Background: an optimization exercise with open tools, aiming at a short achievable clock period and few clock cycles per item. Do not read the settings as production practice.
Where RTL was checked, it was by simulation tests only, not by an equivalence proof against the original.
No functional check of the RTL was part of run 1.
Power and IR drop assume default switching activity.

**config.mk**
```make
export PLATFORM = sky130hd
export DESIGN_NAME = rv_core
export DESIGN_NICKNAME = rv_core
export VERILOG_FILES = /design/flow/design.v
export SDC_FILE = /design/flow/constraint.sdc
export NUM_CORES = 4
export LEC_CHECK = 0
export CAP_MARGIN = 20
export CORE_MARGIN = 2
export CORE_UTILIZATION = 40
export SLEW_MARGIN = 20
```
**constraint.sdc**
```tcl
create_clock -name core_clock -period 7.5 [get_ports {clk}]
set_input_delay 1.5000 -clock core_clock [delete_from_list [all_inputs] [get_ports {clk}]]
set_output_delay 1.5000 -clock core_clock [all_outputs]
set_load 0.01 [all_outputs]
```
**design.v**
```verilog
`default_nettype none
package rv_pkg;
    localparam int XLEN   = 32;
    localparam int REG_AW = 5;
    typedef logic [XLEN-1:0]   word_t;
    typedef logic [REG_AW-1:0] reg_idx_t;
    typedef enum logic [6:0] {
        OP_R      = 7'b0110011,
        OP_I      = 7'b0010011,
        OP_LUI    = 7'b0110111,
        OP_AUIPC  = 7'b0010111,
        OP_BRANCH = 7'b1100011,
        OP_JAL    = 7'b1101111,
        OP_JALR   = 7'b1100111
    } opcode_e;
    localparam logic [2:0] F3_ADD  = 3'b000;
    localparam logic [2:0] F3_SLL  = 3'b001;
    localparam logic [2:0] F3_SLT  = 3'b010;
    localparam logic [2:0] F3_SLTU = 3'b011;
    localparam logic [2:0] F3_XOR  = 3'b100;
    localparam logic [2:0] F3_SR   = 3'b101;  
    localparam logic [2:0] F3_OR   = 3'b110;
    localparam logic [2:0] F3_AND  = 3'b111;
    localparam logic [2:0] F3_BEQ  = 3'b000;
    localparam logic [2:0] F3_BNE  = 3'b001;
    localparam logic [2:0] F3_BLT  = 3'b100;
    localparam logic [2:0] F3_BGE  = 3'b101;
    localparam logic [2:0] F3_BLTU = 3'b110;
    localparam logic [2:0] F3_BGEU = 3'b111;
    localparam logic [6:0] F7_ALT  = 7'b0100000;  
    typedef enum logic [3:0] {
        ALU_ADD,
        ALU_SUB,
        ALU_XOR,
        ALU_OR,
        ALU_AND,
        ALU_SLL,
        ALU_SRL,
        ALU_SRA,
        ALU_SLT,
        ALU_SLTU,
        ALU_PASS_B
    } alu_op_e;
    typedef union packed {
        struct packed {
            logic [6:0] funct7;
            reg_idx_t   rs2;
            reg_idx_t   rs1;
            logic [2:0] funct3;
            reg_idx_t   rd;
            opcode_e    opcode;
        } r;
        struct packed {
            logic [11:0] imm12;
            reg_idx_t    rs1;
            logic [2:0]  funct3;
            reg_idx_t    rd;
            opcode_e     opcode;
        } i;
    } instr_t;
    localparam word_t NOP_INSTR = 32'h0000_0013;  
endpackage
`default_nettype wire
`default_nettype none
import rv_pkg::*;
module rv_regfile
(
    input  logic     clk,
    input  logic     rst,
    input  logic     wb_we,
    input  rv_pkg::reg_idx_t wb_addr,
    input  rv_pkg::word_t    wb_data,
    input  rv_pkg::reg_idx_t rs1_addr,
    input  rv_pkg::reg_idx_t rs2_addr,
    output rv_pkg::word_t    rs1_data,
    output rv_pkg::word_t    rs2_data,
    input  rv_pkg::reg_idx_t dbg_addr,
    output rv_pkg::word_t    dbg_data
);
    localparam int NREGS = 2 ** REG_AW;
    rv_pkg::word_t regs [0:NREGS-1];
    logic  wr_en;
    assign wr_en = wb_we && (wb_addr != '0);  
    always_ff @(posedge clk) begin
        if (rst) begin
            for (int k = 0; k < NREGS; k++) begin
                regs[k] <= '0;
            end
        end else if (wr_en) begin
            regs[wb_addr] <= wb_data;
        end
    end
    always_comb begin
        rs1_data = (wr_en && wb_addr == rs1_addr) ? wb_data : regs[rs1_addr];
        rs2_data = (wr_en && wb_addr == rs2_addr) ? wb_data : regs[rs2_addr];
    end
    assign dbg_data = regs[dbg_addr];
endmodule
`default_nettype wire
`default_nettype none
import rv_pkg::*;
module rv_fetch
#(
    parameter int IMEM_DEPTH = 64
) (
    input  logic                          clk,
    input  logic                          rst,
    input  logic                          run,
    input  logic                          imem_we,
    input  logic [$clog2(IMEM_DEPTH)-1:0] imem_addr,
    input  rv_pkg::word_t                         imem_wdata,
    input  logic                          redirect,
    input  rv_pkg::word_t                         redirect_pc,
    output rv_pkg::word_t                         f_instr,
    output rv_pkg::word_t                         f_pc
);
    localparam int IMEM_AW = $clog2(IMEM_DEPTH);
    rv_pkg::word_t imem [0:IMEM_DEPTH-1];
    rv_pkg::word_t pc;
    rv_pkg::word_t rd_word;
    logic  pending;  
    logic  is_ctrl;
    always_ff @(posedge clk) begin
        if (imem_we && !run) begin
            imem[imem_addr] <= imem_wdata;
        end
    end
    assign rd_word = imem[pc[IMEM_AW+1:2]];  
    assign is_ctrl = (rd_word[6:0] == OP_BRANCH) || (rd_word[6:0] == OP_JAL) || (rd_word[6:0] == OP_JALR);
    always_ff @(posedge clk) begin
        if (rst || !run) begin
            pc      <= '0;
            pending <= 1'b0;
            f_instr <= NOP_INSTR;
        end else if (redirect) begin
            pc      <= redirect_pc;
            pending <= 1'b0;
            f_instr <= NOP_INSTR;  
        end else if (pending) begin
            f_instr <= NOP_INSTR;
        end else begin
            pc      <= pc + 32'd4;
            pending <= is_ctrl;
            f_instr <= rd_word;
        end
    end
    always_ff @(posedge clk) begin
        f_pc <= pc;
    end
endmodule
`default_nettype wire
`default_nettype none
import rv_pkg::*;
module rv_decode
(
    input  logic     clk,
    input  logic     rst,
    input  rv_pkg::word_t    f_instr,
    input  rv_pkg::word_t    f_pc,
    output rv_pkg::reg_idx_t rs1_addr,
    output rv_pkg::reg_idx_t rs2_addr,
    input  rv_pkg::word_t    rs1_data,
    input  rv_pkg::word_t    rs2_data,
    output rv_pkg::instr_t   d_instr,
    output rv_pkg::word_t    d_pc,
    output rv_pkg::word_t    d_op_a,
    output rv_pkg::word_t    d_op_b,
    output rv_pkg::word_t    d_imm,
    output rv_pkg::alu_op_e  d_alu_op
);
    rv_pkg::instr_t  fi;
    rv_pkg::word_t   imm;
    rv_pkg::alu_op_e alu_op;
    logic    use_imm;
    logic    sub_sel;
    logic    sra_sel;
    assign fi       = f_instr;
    assign rs1_addr = fi.r.rs1;
    assign rs2_addr = fi.r.rs2;
    assign use_imm  = (fi.i.opcode == OP_I) || (fi.i.opcode == OP_LUI);
    always_comb begin
        case (fi.r.opcode)
            OP_LUI, OP_AUIPC: imm = {f_instr[31:12], 12'b0};
            OP_BRANCH: imm = {{20{f_instr[31]}}, f_instr[7], f_instr[30:25], f_instr[11:8], 1'b0};
            OP_JAL: imm = {{12{f_instr[31]}}, f_instr[19:12], f_instr[20], f_instr[30:21], 1'b0};
            default: imm = {{20{fi.i.imm12[11]}}, fi.i.imm12};  
        endcase
    end
    assign sub_sel = (fi.r.opcode == OP_R) && (fi.r.funct7 == F7_ALT);
    assign sra_sel = (fi.r.opcode == OP_R) ? (fi.r.funct7 == F7_ALT)
                                           : (fi.i.imm12[11:5] == F7_ALT);
    always_comb begin
        alu_op = ALU_ADD;
        if (fi.r.opcode == OP_LUI) begin
            alu_op = ALU_PASS_B;
        end else if (fi.r.opcode == OP_R || fi.r.opcode == OP_I) begin
            case (fi.r.funct3)
                F3_ADD:  alu_op = sub_sel ? ALU_SUB : ALU_ADD;
                F3_SLL:  alu_op = ALU_SLL;
                F3_SLT:  alu_op = ALU_SLT;
                F3_SLTU: alu_op = ALU_SLTU;
                F3_XOR:  alu_op = ALU_XOR;
                F3_SR:   alu_op = sra_sel ? ALU_SRA : ALU_SRL;
                F3_OR:   alu_op = ALU_OR;
                F3_AND:  alu_op = ALU_AND;
                default: alu_op = ALU_ADD;
            endcase
        end
    end
    always_ff @(posedge clk) begin
        if (rst) begin
            d_instr <= NOP_INSTR;
        end else begin
            d_instr <= fi;
        end
    end
    always_ff @(posedge clk) begin
        d_pc     <= f_pc;
        d_op_a   <= rs1_data;
        d_op_b   <= use_imm ? imm : rs2_data;
        d_imm    <= imm;
        d_alu_op <= alu_op;
    end
endmodule
`default_nettype wire
`default_nettype none
import rv_pkg::*;
module rv_execute
(
    input  logic       clk,
    input  logic       rst,
    input  rv_pkg::instr_t     d_instr,
    input  rv_pkg::word_t      d_pc,
    input  rv_pkg::word_t      d_op_a,
    input  rv_pkg::word_t      d_op_b,
    input  rv_pkg::word_t      d_imm,
    input  logic [3:0] d_alu_op,
    output rv_pkg::instr_t     e_instr,
    output rv_pkg::word_t      e_result,
    output rv_pkg::word_t      e_target
);
    rv_pkg::alu_op_e    alu_op;
    logic [4:0] shamt;
    rv_pkg::word_t      alu_out;
    rv_pkg::word_t      pc_plus4;
    rv_pkg::word_t      pc_imm;
    rv_pkg::word_t      jalr_sum;
    rv_pkg::word_t      result;
    rv_pkg::word_t      target;
    logic       taken;
    assign alu_op   = rv_pkg::alu_op_e'(d_alu_op);
    assign shamt    = d_op_b[4:0];
    assign pc_plus4 = d_pc + 32'd4;
    assign pc_imm   = d_pc + d_imm;
    assign jalr_sum = d_op_a + d_imm;
    always_comb begin
        case (alu_op)
            ALU_ADD:    alu_out = d_op_a + d_op_b;
            ALU_SUB:    alu_out = d_op_a - d_op_b;
            ALU_XOR:    alu_out = d_op_a ^ d_op_b;
            ALU_OR:     alu_out = d_op_a | d_op_b;
            ALU_AND:    alu_out = d_op_a & d_op_b;
            ALU_SLL:    alu_out = d_op_a << shamt;
            ALU_SRL:    alu_out = d_op_a >> shamt;
            ALU_SRA:    alu_out = $signed(d_op_a) >>> shamt;
            ALU_SLT:    alu_out = {31'b0, $signed(d_op_a) < $signed(d_op_b)};
            ALU_SLTU:   alu_out = {31'b0, d_op_a < d_op_b};
            ALU_PASS_B: alu_out = d_op_b;  
            default:    alu_out = '0;
        endcase
    end
    always_comb begin
        case (d_instr.r.funct3)
            F3_BEQ:  taken = (d_op_a == d_op_b);
            F3_BNE:  taken = (d_op_a != d_op_b);
            F3_BLT:  taken = ($signed(d_op_a) < $signed(d_op_b));
            F3_BGE:  taken = ($signed(d_op_a) >= $signed(d_op_b));
            F3_BLTU: taken = (d_op_a < d_op_b);
            F3_BGEU: taken = (d_op_a >= d_op_b);
            default: taken = 1'b0;
        endcase
    end
    always_comb begin
        result = alu_out;
        target = pc_plus4;  
        case (d_instr.r.opcode)
            OP_AUIPC: begin
                result = pc_imm;
            end
            OP_JAL: begin
                result = pc_plus4;
                target = pc_imm;
            end
            OP_JALR: begin
                result = pc_plus4;
                target = {jalr_sum[31:1], 1'b0};
            end
            OP_BRANCH: begin
                if (taken) begin
                    target = pc_imm;
                end
            end
            default: begin
                result = alu_out;
            end
        endcase
    end
    always_ff @(posedge clk) begin
        if (rst) begin
            e_instr <= NOP_INSTR;
        end else begin
            e_instr <= d_instr;
        end
    end
    always_ff @(posedge clk) begin
        e_result <= result;
        e_target <= target;
    end
endmodule
`default_nettype wire
`default_nettype none
import rv_pkg::*;
module rv_retire
(
    input  logic     clk,
    input  logic     rst,
    input  rv_pkg::instr_t   e_instr,
    input  rv_pkg::word_t    e_result,
    input  rv_pkg::word_t    e_target,
    output logic     wb_we,
    output rv_pkg::reg_idx_t wb_addr,
    output rv_pkg::word_t    wb_data,
    output logic     redirect,
    output rv_pkg::word_t    redirect_pc
);
    logic writes_rd;
    logic is_ctrl;
    assign writes_rd = (e_instr.r.opcode == OP_R) || (e_instr.r.opcode == OP_I) || (e_instr.r.opcode == OP_LUI) ||
                       (e_instr.r.opcode == OP_AUIPC) || (e_instr.r.opcode == OP_JAL) || (e_instr.r.opcode == OP_JALR);
    assign is_ctrl   = (e_instr.r.opcode == OP_BRANCH) || (e_instr.r.opcode == OP_JAL) || (e_instr.r.opcode == OP_JALR);
    always_ff @(posedge clk) begin
        if (rst) begin
            wb_we    <= 1'b0;
            redirect <= 1'b0;
        end else begin
            wb_we    <= writes_rd;
            redirect <= is_ctrl;  
        end
    end
    always_ff @(posedge clk) begin
        wb_addr     <= e_instr.r.rd;
        wb_data     <= e_result;
        redirect_pc <= e_target;
    end
endmodule
`default_nettype wire
`default_nettype none
module rv_core #(
    parameter int IMEM_DEPTH = 64
) (
    input  logic                          clk,
    input  logic                          rst,
    input  logic                          run,
    input  logic                          imem_we,
    input  logic [$clog2(IMEM_DEPTH)-1:0] imem_addr,
    input  logic [31:0]                   imem_wdata,
    input  logic [4:0]                    dbg_addr,
    output logic [31:0]                   dbg_data
);
    logic [31:0] f_instr;
    logic [31:0] f_pc;
    logic [4:0]  rs1_addr;
    logic [4:0]  rs2_addr;
    logic [31:0] rs1_data;
    logic [31:0] rs2_data;
    logic [31:0] d_instr;
    logic [31:0] d_pc;
    logic [31:0] d_op_a;
    logic [31:0] d_op_b;
    logic [31:0] d_imm;
    logic [3:0]  d_alu_op;
    logic [31:0] e_instr;
    logic [31:0] e_result;
    logic [31:0] e_target;
    logic        wb_we;
    logic [4:0]  wb_addr;
    logic [31:0] wb_data;
    logic        redirect;
    logic [31:0] redirect_pc;
    rv_fetch #(
        .IMEM_DEPTH (IMEM_DEPTH)
    ) i_fetch (
        .clk         (clk),
        .rst         (rst),
        .run         (run),
        .imem_we     (imem_we),
        .imem_addr   (imem_addr),
        .imem_wdata  (imem_wdata),
        .redirect    (redirect),
        .redirect_pc (redirect_pc),
        .f_instr     (f_instr),
        .f_pc        (f_pc)
    );
    rv_decode i_decode (
        .clk      (clk),
        .rst      (rst),
        .f_instr  (f_instr),
        .f_pc     (f_pc),
        .rs1_addr (rs1_addr),
        .rs2_addr (rs2_addr),
        .rs1_data (rs1_data),
        .rs2_data (rs2_data),
        .d_instr  (d_instr),
        .d_pc     (d_pc),
        .d_op_a   (d_op_a),
        .d_op_b   (d_op_b),
        .d_imm    (d_imm),
        .d_alu_op (d_alu_op)
    );
    rv_execute i_execute (
        .clk      (clk),
        .rst      (rst),
        .d_instr  (d_instr),
        .d_pc     (d_pc),
        .d_op_a   (d_op_a),
        .d_op_b   (d_op_b),
        .d_imm    (d_imm),
        .d_alu_op (d_alu_op),
        .e_instr  (e_instr),
        .e_result (e_result),
        .e_target (e_target)
    );
    rv_retire i_retire (
        .clk         (clk),
        .rst         (rst),
        .e_instr     (e_instr),
        .e_result    (e_result),
        .e_target    (e_target),
        .wb_we       (wb_we),
        .wb_addr     (wb_addr),
        .wb_data     (wb_data),
        .redirect    (redirect),
        .redirect_pc (redirect_pc)
    );
    rv_regfile i_regfile (
        .clk      (clk),
        .rst      (rst),
        .wb_we    (wb_we),
        .wb_addr  (wb_addr),
        .wb_data  (wb_data),
        .rs1_addr (rs1_addr),
        .rs2_addr (rs2_addr),
        .rs1_data (rs1_data),
        .rs2_data (rs2_data),
        .dbg_addr (dbg_addr),
        .dbg_data (dbg_data)
    );
endmodule
`default_nettype wire
```
**run.sh**
```bash
#!/bin/bash
# synth_recipe.tcl (not shown) runs the flow's synth.tcl, then flattens the netlist and writes it again
# the make line also repeats each setting of config.mk as NAME=value (left out here)
make -C /OpenROAD-flow-scripts/flow DESIGN_CONFIG=/design/flow/config.mk WORK_HOME=/design/flow/orfs CLKGATE_MAP_FILE= SYNTH_SCRIPT=/design/flow/synth_recipe.tcl finish
```
==> flow_summary.ini, run 1 <==
[placement]
hpwl_um = 322000
gp_congestion = 0.962
portBuffers = 78
place_area_mm2 = 0.172
post-place-ws_ns = 1.66

[global_routing]
grt_max_degree = 144
grt_pass1_wl_um = 737000
grt_pass1_vias = 94400
grt.overflow.total = 0
grt_usage = 0.250
antenna_found_initial = 47

[timing]
post-route-min-period_ns = 5.86
clock_skew_ns = 0.0707
hold_viol = 0
finalCritPeriodShare = 0.781
fin_setup_tns_ns = 0
rsz0062_at_grt = false
slew_headroom = 0.166
fin_ws_ns = 1.64
fmax_mhz = 171
drv_slew = 0
tightest_slew_ns = 1.22
finalSetupViolations = 0

[worst_hold_path]
hold_path_depth = 0
hold_path_end = i_decode.d_pc[22]$_DFF_P_
min_from = i_fetch.f_pc[22]$_DFF_P_
hp-class = reg -> reg

[clock_network]
numClockSinks = 3469
clockBufferDepth = 4
cts_root_buf = clkbuf_16
ctsHoldBuffers = 0
clkTransAtPathRegs_ns = 0.06
insertion_delay_ns = 0.98
cts_tree = built
post_cts_resized = 0
htree_levels = 5
cts_buffers = 370
post_cts_buffers = 0

[routing]
routedWlPerCell_um = 34.4
via_per_inst = 6.23
drt_iter0_markers = 13700
antenna_left = 0
drt-pass1-iter-count = 8
num_vias = 94700
wirelength_um = 523000
drc = 0

[synthesis]
synth_cell_types = 90
async_reset_ff_frac = 0
synthFlopType = edfxtp_1
synth-seq-cells = 3469
avgSynthCellArea_um2 = 17.3
ys_warn_count = 5
synth_edf_count = 3072
ys_seq_area_frac = 0.613
synthCells = 9431
synth_area_mm2 = 0.163

[cells_and_area]
area_growth_syn_to_layout_pct = 12.6
nets = 9666
final_layout_size_suffix_gt1_frac = 0.284
layout_common_cells = 3072 x edfxtp_1, 1675 x mux4_2, 1011 x and2_1
fin_area_mm2 = 0.184
final_util = 0.453
final_common_cell = edfxtp_1

[power_and_ir_drop]
ir_worst_vdd_v = 0.000227
leakage_nw = 59.4
power_mw = 46.5
p_per_area_mw_per_mm2 = 253

[critical_path]
critical_path.reg2reg.startpoint = i_decode.d_op_a[18]$_DFF_P_
start_kind = primary input
r2r_slack_ns = 2.23
worstRegToRegCells = 12
rr_endpoint = i_execute.e_target[29]$_DFF_P_
worstPathRequired_ns = 6.00
critPathCaptureType = primary output
arrival_ns = 4.36
worstPathMaxFanout = 70
critical_path_class = in -> out

[die]
start_util = 0.402
die_h_um = 643
die_w_um = 643
fp-row-count = 234
pin_count = 79
die-area_mm2 = 0.414
core_area_mm2 = 0.406

[job]
max_cap_violations = 0

[outcome]
outcome = timing/DRC/antenna clean
## worst max-delay path, stage by stage
cell             delay, ns
buf_8                 0.48
buf_4                 0.40
mux4_2                0.37
mux4_2                0.53
mux2_2                0.38
clkdlybuf4s50_1       0.51
## final cells by class
class                   instances  area, um2
fillers                     34700     222000
well taps                    5428       6790
flip-flops and latches       3469     100000
diodes                         20       50.0
clock buffers                 456       9860
clock inverters               212       2180
repair buffers                367       3590
multi-input cells            5133      60800
inverters                     114        428
## logic make-up after synthesis
family,Yosys count,synth area share
buf+inv,860,0.0207
other cells,1,0.0000229
xor+xnor,150,0.00804
mux,1848,0.242
simple gates,2058,0.0687
compound gates,881,0.0351
fa+ha+maj,164,0.0127
flops,3469,0.613
## stage by stage
step                hold slack (ns)  instances
floorplan                     0.310       9462
finish                        0.307      15200
detailed placement            0.312      14500
global route                  0.327      15200
global placement              0.314      14500
CTS                           0.314      15200
## synth_stat cells, types with 112 or more instances
cell      instances  area share
nor2_1          403      0.0093
ha_1            160       0.012
mux2i_1         138      0.0085
nand2_1         255      0.0059
inv_1           112      0.0026
o21ai_0         226      0.0069
edfxtp_1       3072        0.56
clkbuf_1        552       0.013
and2_1         1011       0.039
dfxtp_1         397       0.049
a21oi_1         202      0.0062
mux4_2         1675        0.23
## sequential cells by signal (all words and copies together) (netlist names), 12 cells and up, named ones only
signal                flops
i_fetch.f_pc             32
i_decode.d_pc            32
i_execute.e_result       32
i_decode.d_op_a          32
i_fetch.pc               32
i_retire.redirect_pc     32
i_decode.d_op_b          32
i_fetch.f_instr          32
i_decode.d_imm           32
i_fetch.imem           2048
i_decode.d_instr         15
i_execute.e_target       32
i_execute.e_instr        12
i_retire.wb_data         32
i_regfile.regs         1024
## power breakdown
group	switching, mW	internal [mW]
clock	7.78	10.6
combinational	3.57	2.16
sequential	0.933	21.5
## metal layers
layer  routed length [um]  GRT usage  vias up
li1                     -          -    38100
met1               206000      0.344    50300
met2               244000      0.391     5391
met3                47700     0.0452      995
met4                25100      0.108       12
met5                   80          0        -
## worst max path at each step
| stage | endpoint | slack (ns) | start |
|---|---|---|---|
| 6_report | dbg_data[4] | 1.64 | dbg_addr[1] |
| 5_1_grt | dbg_data[8] | 1.52 | dbg_addr[0] |
| 4_1_cts | dbg_data[17] | 1.64 | dbg_addr[0] |
| 3_5_place_dp | dbg_data[8] | 1.66 | dbg_addr[0] |
| 3_3_place_gp | dbg_data[8] | 1.66 | dbg_addr[0] |
| 2_1_floorplan | dbg_data[0] | 2.06 | dbg_addr[0] |
==> inputs of run 2 (changes only) <==
--- a/design.v
+++ b/design.v
@@ -121,4 +121,6 @@
     logic  pending;  
     logic  is_ctrl;
+    rv_pkg::word_t tg_word;
+    logic  tg_ctrl;
     always_ff @(posedge clk) begin
         if (imem_we && !run) begin
@@ -127,4 +129,6 @@
     end
     assign rd_word = imem[pc[IMEM_AW+1:2]];  
+    assign tg_word = imem[redirect_pc[IMEM_AW+1:2]];
+    assign tg_ctrl = (tg_word[6:0] == OP_BRANCH) || (tg_word[6:0] == OP_JAL) || (tg_word[6:0] == OP_JALR);
     assign is_ctrl = (rd_word[6:0] == OP_BRANCH) || (rd_word[6:0] == OP_JAL) || (rd_word[6:0] == OP_JALR);
     always_ff @(posedge clk) begin
@@ -134,7 +138,7 @@
             f_instr <= NOP_INSTR;
         end else if (redirect) begin
-            pc      <= redirect_pc;
-            pending <= 1'b0;
-            f_instr <= NOP_INSTR;  
+            pc      <= redirect_pc + 32'd4;
+            pending <= tg_ctrl;
+            f_instr <= tg_word;
         end else if (pending) begin
             f_instr <= NOP_INSTR;
@@ -146,5 +150,5 @@
     end
     always_ff @(posedge clk) begin
-        f_pc <= pc;
+        f_pc <= redirect ? redirect_pc : pc;
     end
 endmodule
@@ -342,8 +346,6 @@
         if (rst) begin
             wb_we    <= 1'b0;
-            redirect <= 1'b0;
         end else begin
             wb_we    <= writes_rd;
-            redirect <= is_ctrl;  
         end
     end
@@ -351,6 +353,7 @@
         wb_addr     <= e_instr.r.rd;
         wb_data     <= e_result;
-        redirect_pc <= e_target;
     end
+    assign redirect    = is_ctrl;
+    assign redirect_pc = e_target;
 endmodule
 `default_nettype wire
==> run 2 against run 1 <==
Compared with the run above:
- worst setup slack got worse by 0.15 ns
- clock power about the same
- register-to-register slack improved by 0.40 ns
- design area increased by 8.9%
- critical endpoint is now dbg_data[8]
- synthesized cell count increased by 11%
- first-iteration DRC count increased by 12%
- still clean on timing, DRC and antenna
- routed wire length increased by 21%
- die area increased by 9.7%
- clock-buffer cell count increased by 7
- clock skew increased by 0.0066 ns
- final cell count increased by 9.5%
==> flow_summary.ini, run 2 <==
[outcome]
outcome = timing/DRC/antenna clean

[die]
fp-row-count = 245
die_w_um = 674
die-area_mm2 = 0.454
die_h_um = 674
start_util = 0.402
core_area_mm2 = 0.446
pin_count = 79

[timing]
rsz0062_at_grt = false
finalSetupViolations = 0
hold_viol = 0
finalCritPeriodShare = 0.801
fmax_mhz = 166
fin_ws_ns = 1.49
post-route-min-period_ns = 6.01
clock_skew_ns = 0.0772
drv_slew = 0
slew_headroom = 0.119
fin_setup_tns_ns = 0
tightest_slew_ns = 1.28

[placement]
place_area_mm2 = 0.188
post-place-ws_ns = 1.46
portBuffers = 78
gp_congestion = 0.952
dp_cells = 15900
hpwl_um = 400000

[synthesis]
synth_cell_types = 93
synth_area_mm2 = 0.179
ys_warn_count = 5
synth_top_area_share = 0.514
synth_edf_count = 3072
avgSynthCellArea_um2 = 17.2
synth-seq-cells = 3436
synth_top_area_cell = edfxtp_1
ys_seq_area_frac = 0.555
ys_top_cells_by_count = 3072 x edfxtp_1, 2320 x mux4_2, 1015 x and2_1
async_reset_ff_frac = 0
yosys.cell_count.top_type = edfxtp_1
netlist_top_cells_area = edfxtp_1 51%, mux4_2 29%, dfxtp_1 4.1%
synthCells = 10400
synthFlopType = edfxtp_1

[global_routing]
antenna_found_initial = 61
grt_max_degree = 113
grt_usage = 0.277
grt_pass1_wl_um = 885000
grt_pass1_vias = 111000
grt.overflow.total = 0

[routing]
antenna_left = 0
num_vias = 110000
via_per_inst = 6.58
drt-pass1-iter-count = 6
drc = 0
wirelength_um = 634000
drt_iter0_markers = 15400
routedWlPerCell_um = 38.1

[critical_path]
crit_top_cell = mux4_2
crit_chain = buf_8 > buf_12 > buf_4 > mux4_2 > mux4_2 > mux2_2 > clkdlybuf4s50_1
worst_path_largest_cell_delay_ns = 0.53
critPathCaptureType = primary output
worstPathMaxFanout = 37
worstPathRequired_ns = 6.00
critical_path_class = in -> out
slowest_stage = mux4_2
start_kind = primary input
arrival_ns = 4.51

[cells_and_area]
final_common_cell = edfxtp_1
regMostFlops = i_fetch.imem
layout_common_cells = 3072 x edfxtp_1, 2320 x mux4_2, 1014 x and2_1
top_regs = i_fetch.imem x2048, i_regfile.regs x1024
largest_reg_flops = 2048
stdcell_count = 16600
fin_area_mm2 = 0.200
fillCellCount = 37900
nets = 10600
final_layout_size_suffix_gt1_frac = 0.331
multi_input_area_mm2 = 0.0765
area_growth_syn_to_layout_pct = 11.7
seq_area_mm2 = 0.0996
final_util = 0.449

[clock_network]
insertion_delay_ns = 1.02
ctsHoldBuffers = 0
numClockSinks = 3436
post_cts_resized = 0
cts_buffers = 375
clockBufferDepth = 4
cts_root_buf = clkbuf_16
cts_tree = built
clkTransAtPathRegs_ns = 0.06
post_cts_buffers = 0
htree_levels = 5

[power_and_ir_drop]
leakage_nw = 63.9
ir_worst_vdd_v = 0.000201
p_per_area_mw_per_mm2 = 237

[job]
max_cap_violations = 0

[worst_hold_path]
hp-class = reg -> reg
-- run 2: cell types whose count changed in the layout (fill, tap and decap cells not counted), moves of 20 or more --
cell	change
a21o_1	-23
clkinv_2	+20
nand2_1	+117
diode_2	+27
dfxtp_1	-37
mux4_2	+645
mux2i_1	+28
buf_4	+68
-- run 2: final cells by class --
type	count	area share
multi-input combinational	5978	0.382
tap	5928	0.0370
clock buffer	463	0.0501
sequential	3436	0.497
antenna	47	0.000587
timing repair buffer	435	0.0207
clock inverter	226	0.00991
inverter	135	0.00253
-- run 2: kinds of logic after synthesis --
group,count (synthesis),synth area share
AO/OA/AOI/OAI,922,0.0341
XOR/XNOR,140,0.00684
adder cells (fa/ha/maj),164,0.0116
buffers and inverters,1046,0.0238
flip-flops,3436,0.555
multiplexers,2540,0.304
other,1,0.0000209
AND/OR/NAND/NOR,2180,0.0646
-- run 2: routing by layer --
metal,GRT usage,vias to the layer above,routed length [um]
li1,-,42900,-
met1,0.357,58400,232000
met2,0.444,6780,301000
met3,0.0533,1430,58400
met4,0.154,32,42100
met5,0,-,217
-- run 2: stage by stage --
| step | hold WS (ns) | power, mW |
|---|---|---|
| 3_3_place_gp | 0.311 | 29.3 |
| 4_1_cts | 0.311 | 47.6 |
| 2_1_floorplan | 0.310 | 26.3 |
| 5_1_grt | 0.324 | 48.7 |
| 6_report | 0.310 | 47.5 |
| 3_5_place_dp | 0.312 | 29.4 |
-- run 2: power breakdown --
group | switching (mW) | internal [mW]
Clock | 8.15 | 10.2
Sequential | 0.881 | 21.3
Combinational | 4.28 | 2.60
-- run 2: critical path: cells and delay by family --
kind / cells / cell delay, ns
muxes: 3 / 1.35
buffers and inverters: 4 / 1.54
-- run 2: final timing paths --
| check | from | cells past startpoint | to | slack, ns |
|---|---|---|---|---|
| worst max-delay path | dbg_addr[0] | 7 | dbg_data[8] | 1.49 |
| worst min-delay path | i_execute.e_result[16]$_DFF_P_ | 0 | i_retire.wb_data[16]$_DFF_P_ | 0.31 |
| worst max register to register | i_decode.d_op_b[0]$_DFF_P_ | 13 | i_execute.e_result[30]$_DFF_P_ | 2.63 |
| worst min register to register | i_execute.e_result[16]$_DFF_P_ | 0 | i_retire.wb_data[16]$_DFF_P_ | 0.31 |
Testbench counts of run 2, summed over its fixed seeds: cycles 195,826, instrs 139,500.
==> inputs of run 3 (changes only) <==
--- a/design.v
+++ b/design.v
@@ -242,5 +242,7 @@
     output rv_pkg::instr_t     e_instr,
     output rv_pkg::word_t      e_result,
-    output rv_pkg::word_t      e_target
+    output rv_pkg::word_t      e_target,
+    output logic       x_redirect,   
+    output rv_pkg::word_t      x_target
 );
     rv_pkg::alu_op_e    alu_op;
@@ -317,4 +319,7 @@
         end
     end
+    assign x_redirect = (d_instr.r.opcode == OP_BRANCH) || (d_instr.r.opcode == OP_JAL) ||
+                        (d_instr.r.opcode == OP_JALR);
+    assign x_target   = target;
     always_ff @(posedge clk) begin
         e_result <= result;
@@ -391,4 +396,6 @@
     logic        redirect;
     logic [31:0] redirect_pc;
+    logic        r_redirect;    
+    logic [31:0] r_redirect_pc;
     rv_fetch #(
         .IMEM_DEPTH (IMEM_DEPTH)
@@ -430,7 +437,9 @@
         .d_imm    (d_imm),
         .d_alu_op (d_alu_op),
-        .e_instr  (e_instr),
-        .e_result (e_result),
-        .e_target (e_target)
+        .e_instr    (e_instr),
+        .e_result   (e_result),
+        .e_target   (e_target),
+        .x_redirect (redirect),
+        .x_target   (redirect_pc)
     );
     rv_retire i_retire (
@@ -443,6 +452,6 @@
         .wb_addr     (wb_addr),
         .wb_data     (wb_data),
-        .redirect    (redirect),
-        .redirect_pc (redirect_pc)
+        .redirect    (r_redirect),
+        .redirect_pc (r_redirect_pc)
     );
     rv_regfile i_regfile (
==> run 3 against run 2 <==
Compared with the run above:
- clock power up 3%
- synthesized area up 1.7%
- register-to-register slack worse by 1.7 ns
- via count up 17%
- die area up 1.7%
- utilization up 0.10 points
==> flow_summary.ini, run 3 <==
[power_and_ir_drop]
pwr-share-seq = 0.457
pwr-share-clk = 0.393
p_per_area_mw_per_mm2 = 236
ir_worst_vdd_v = 0.000218
leakage_nw = 68.7
pwr-share-comb = 0.149
switching_power_mw = 13.5
power_mw = 48.1
swShare = 0.282
intPower_mw = 34.6

[critical_path]
critical_path.startpoint = i_decode.d_op_a[0]$_DFF_P_
critical_path_class = reg -> reg
crit_chain = inv_1 > ha_1 > inv_1 > fa_1 > nor2b_1 > o211ai_1 > a21oi_1 > a211oi_2 > nor2_1 > o21ai_0 > buf_4 > nand3_1 > o221ai_1 > and2_4 > buf_12 > buf_4 > nand3_1 > and3_1 > a311oi_1 > a21oi_1 > a211oi_1 > o31ai_1 > buf_4
slowest_stage = a211oi_2
worstRegToRegCells = 23
crit_top_cell = buf_4
start_kind = flip-flop
worst_path_largest_cell_delay_ns = 0.57
rr_endpoint = i_fetch.f_instr[31]$_SDFF_PP0_
worstPathMaxFanout = 51
worstPathRequired_ns = 8.36
critical_path.reg2reg.startpoint = i_decode.d_op_a[0]$_DFF_P_
arrival_ns = 7.47
critPathCaptureType = flip-flop
r2r_slack_ns = 0.88

[global_routing]
grt_usage = 0.293
grt_pass1_vias = 123000
grt.overflow.total = 0
grt_max_degree = 108
antenna_found_initial = 63
grt_pass1_wl_um = 962000

[synthesis]
synth_area_mm2 = 0.182
ys_warn_count = 5
synth_edf_count = 3072
synth_top_area_share = 0.506
synthFlopType = edfxtp_1
yosys.cell_count.top_type = edfxtp_1
ys_top_cells_by_count = 3072 x edfxtp_1, 2100 x nand2_1, 1638 x mux4_2
avgSynthCellArea_um2 = 13.5
async_reset_ff_frac = 0
synth-seq-cells = 3404
ys_seq_area_frac = 0.542
synthCells = 13600
synth_cell_types = 112
synth_top_area_cell = edfxtp_1
netlist_top_cells_area = edfxtp_1 51%, mux4_2 20%, nand2_1 4.3%

[routing]
routedWlPerCell_um = 35.1
drt-pass1-iter-count = 8
drc = 0
num_vias = 129000
drt_iter0_markers = 20000
antenna_left = 0
wirelength_um = 690000
via_per_inst = 6.54

[worst_hold_path]
hp-class = reg -> reg
hold_path_end = i_retire.wb_data[14]$_DFF_P_
hold_path_depth = 0
min_from = i_execute.e_result[14]$_DFF_P_

[timing]
hold_viol = 0
finalCritPeriodShare = 0.882
fin_ws_ns = 0.884
clock_skew_ns = 0.0814
finalSetupViolations = 0
post-route-min-period_ns = 6.62
fmax_mhz = 151
tightest_slew_ns = 1.33
drv_slew = 0
hold_ws_ns = 0.288
fin_setup_tns_ns = 0
slew_headroom = 0.114
rsz0062_at_grt = false

[cells_and_area]
area_growth_syn_to_layout_pct = 12.0
final_util = 0.450
layout_common_cells = 3072 x edfxtp_1, 2097 x nand2_1, 1638 x mux4_2
regMostFlops = i_fetch.imem
stdcell_count = 19700
fin_area_mm2 = 0.204
final_common_cell = edfxtp_1
largest_reg_flops = 2048
nets = 13500
final_layout_size_suffix_gt1_frac = 0.220
fillCellCount = 39800
top_regs = i_fetch.imem x2048, i_regfile.regs x1024

[placement]
dp_cells = 18900
portBuffers = 78
hpwl_um = 417000
gp_congestion = 0.984
place_area_mm2 = 0.192
post-place-ws_ns = 1.09

[die]
core_area_mm2 = 0.453
pin_count = 79
die_h_um = 679
die-area_mm2 = 0.461
fp-row-count = 247
die_w_um = 679
start_util = 0.402

[clock_network]
cts_buffers = 379
ctsHoldBuffers = 0
post_cts_resized = 0
cts_root_buf = clkbuf_16
cts_tree = built
numClockSinks = 3404
clkTransAtPathRegs_ns = 0.06
insertion_delay_ns = 1.01
post_cts_buffers = 0
clockBufferDepth = 4
htree_levels = 5

[job]
max_cap_violations = 0

[outcome]
outcome = timing/DRC/antenna clean
## run 3: cell types whose count changed in the layout (fill, tap and decap cells not counted), sizes merged, moves of 26 or more
| cell | before | now |
|---|---|---|
| o21ai | 238 | 287 |
| buf | 390 | 508 |
| a311oi | 6 | 168 |
| nor3 | 56 | 93 |
| dfxtp | 364 | 332 |
| mux4 | 2320 | 1638 |
| a21oi | 209 | 280 |
| a31oi | 23 | 145 |
| mux2i | 166 | 256 |
| a211oi | 68 | 213 |
| clkbuf | 464 | 490 |
| nand2 | 374 | 2102 |
| nand3 | 75 | 870 |
| and3 | 16 | 203 |
## run 3: area by class of cell
cell class                 instances  area [um2]  area share
inverter                         173         649     0.00318
sequential                      3404       99000       0.485
tap                             5976        7480      0.0366
timing repair buffer             548        5500      0.0269
clock buffer                     490       10300      0.0503
multi-input combinational       8822       79000       0.387
antenna                           58         145    0.000711
clock inverter                   212        2150      0.0105
## run 3: worst max-delay path by stage
stage                                     end  cells past startpoint  slack, ns
4_1_cts        i_fetch.f_instr[31]$_SDFF_PP0_                     23       1.05
5_1_grt        i_fetch.f_instr[31]$_SDFF_PP0_                     21       0.69
2_1_floorplan     i_fetch.pc[26]$_SDFFE_PP0N_                     25       1.55
6_report       i_fetch.f_instr[31]$_SDFF_PP0_                     23       0.88
3_3_place_gp       i_fetch.pending$_SDFF_PP0_                     23       1.03
3_5_place_dp   i_fetch.f_instr[31]$_SDFF_PP0_                     23       1.09
## run 3: cells by family after synthesis
group                    Yosys count  share of synthesized area
AND/OR/NAND/NOR                 4954                      0.130
adder cells (fa/ha/maj)          164                     0.0114
flip-flops                      3404                      0.542
multiplexers                    1950                      0.220
other                              1                  0.0000206
buffers and inverters           1357                     0.0300
AO/OA/AOI/OAI                   1580                     0.0595
XOR/XNOR                         142                    0.00682
## run 3: critical path: cells and delay by family, from the launching register on
family / cells / cell delay, ns
compound gates: 9 / 2.88
buf+inv: 6 / 1.47
simple gates: 6 / 1.17
fa+ha+maj: 2 / 0.56
flops: 1 / 0.37
## run 3: power groups by stage
stage               Combinational, mW  Sequential (mW)  Clock [mW]
global placement                 7.00             22.4           0
detailed placement               6.97             22.4           0
floorplan                        4.51             21.8           0
CTS                              7.00             22.0        19.0
finish                           7.17             22.0        18.9
global route                     7.45             22.1        19.8
## run 3: metal layers
layer,routed length (um),track usage,up-vias
met1,256000,0.389,65700
met4,44600,0.165,24
met3,80900,0.0651,1831
met5,146,0,-
li1,-,-,52100
met2,309000,0.446,9014
Testbench counts of run 3, summed over its fixed seeds: cycles 170,863, instrs 139,500.

[afterwards: timing with drivers on the ports]
How much do the figures lean on ideal ports? The routed layouts below were timed once more, with nothing changed but the port constraints. Step 1: set_driving_cell puts a clkbuf_16 on clk and a buf_2 on each other input, an assumption about the parent block. Step 2 also shifts input and output timing later by t, the mid clock arrival at the registers, as if the neighbouring blocks saw the same clock. a / b / c = ideal / step 1 / step 2; a / b = the first two.
| run | t, ns | slack for setup (ns) | worst hold slack (ns) |
|---|---|---|---|
| run 1 | 1.064 | 1.643 / 1.596 / 1.596 | 0.307 / 0.307 / 0.307 |
| run 2 | 1.094 | 1.491 / 1.432 / 1.432 | 0.310 / 0.310 / 0.310 |
| run 3 | 1.100 | 0.884 / 0.884 / 0.884 | 0.288 / 0.288 / 0.288 |
After both steps every run listed still meets setup and hold. For run 2, which loses most, drivers alone change the setup slack by -0.059 ns; drivers and shift together by -0.059 ns.
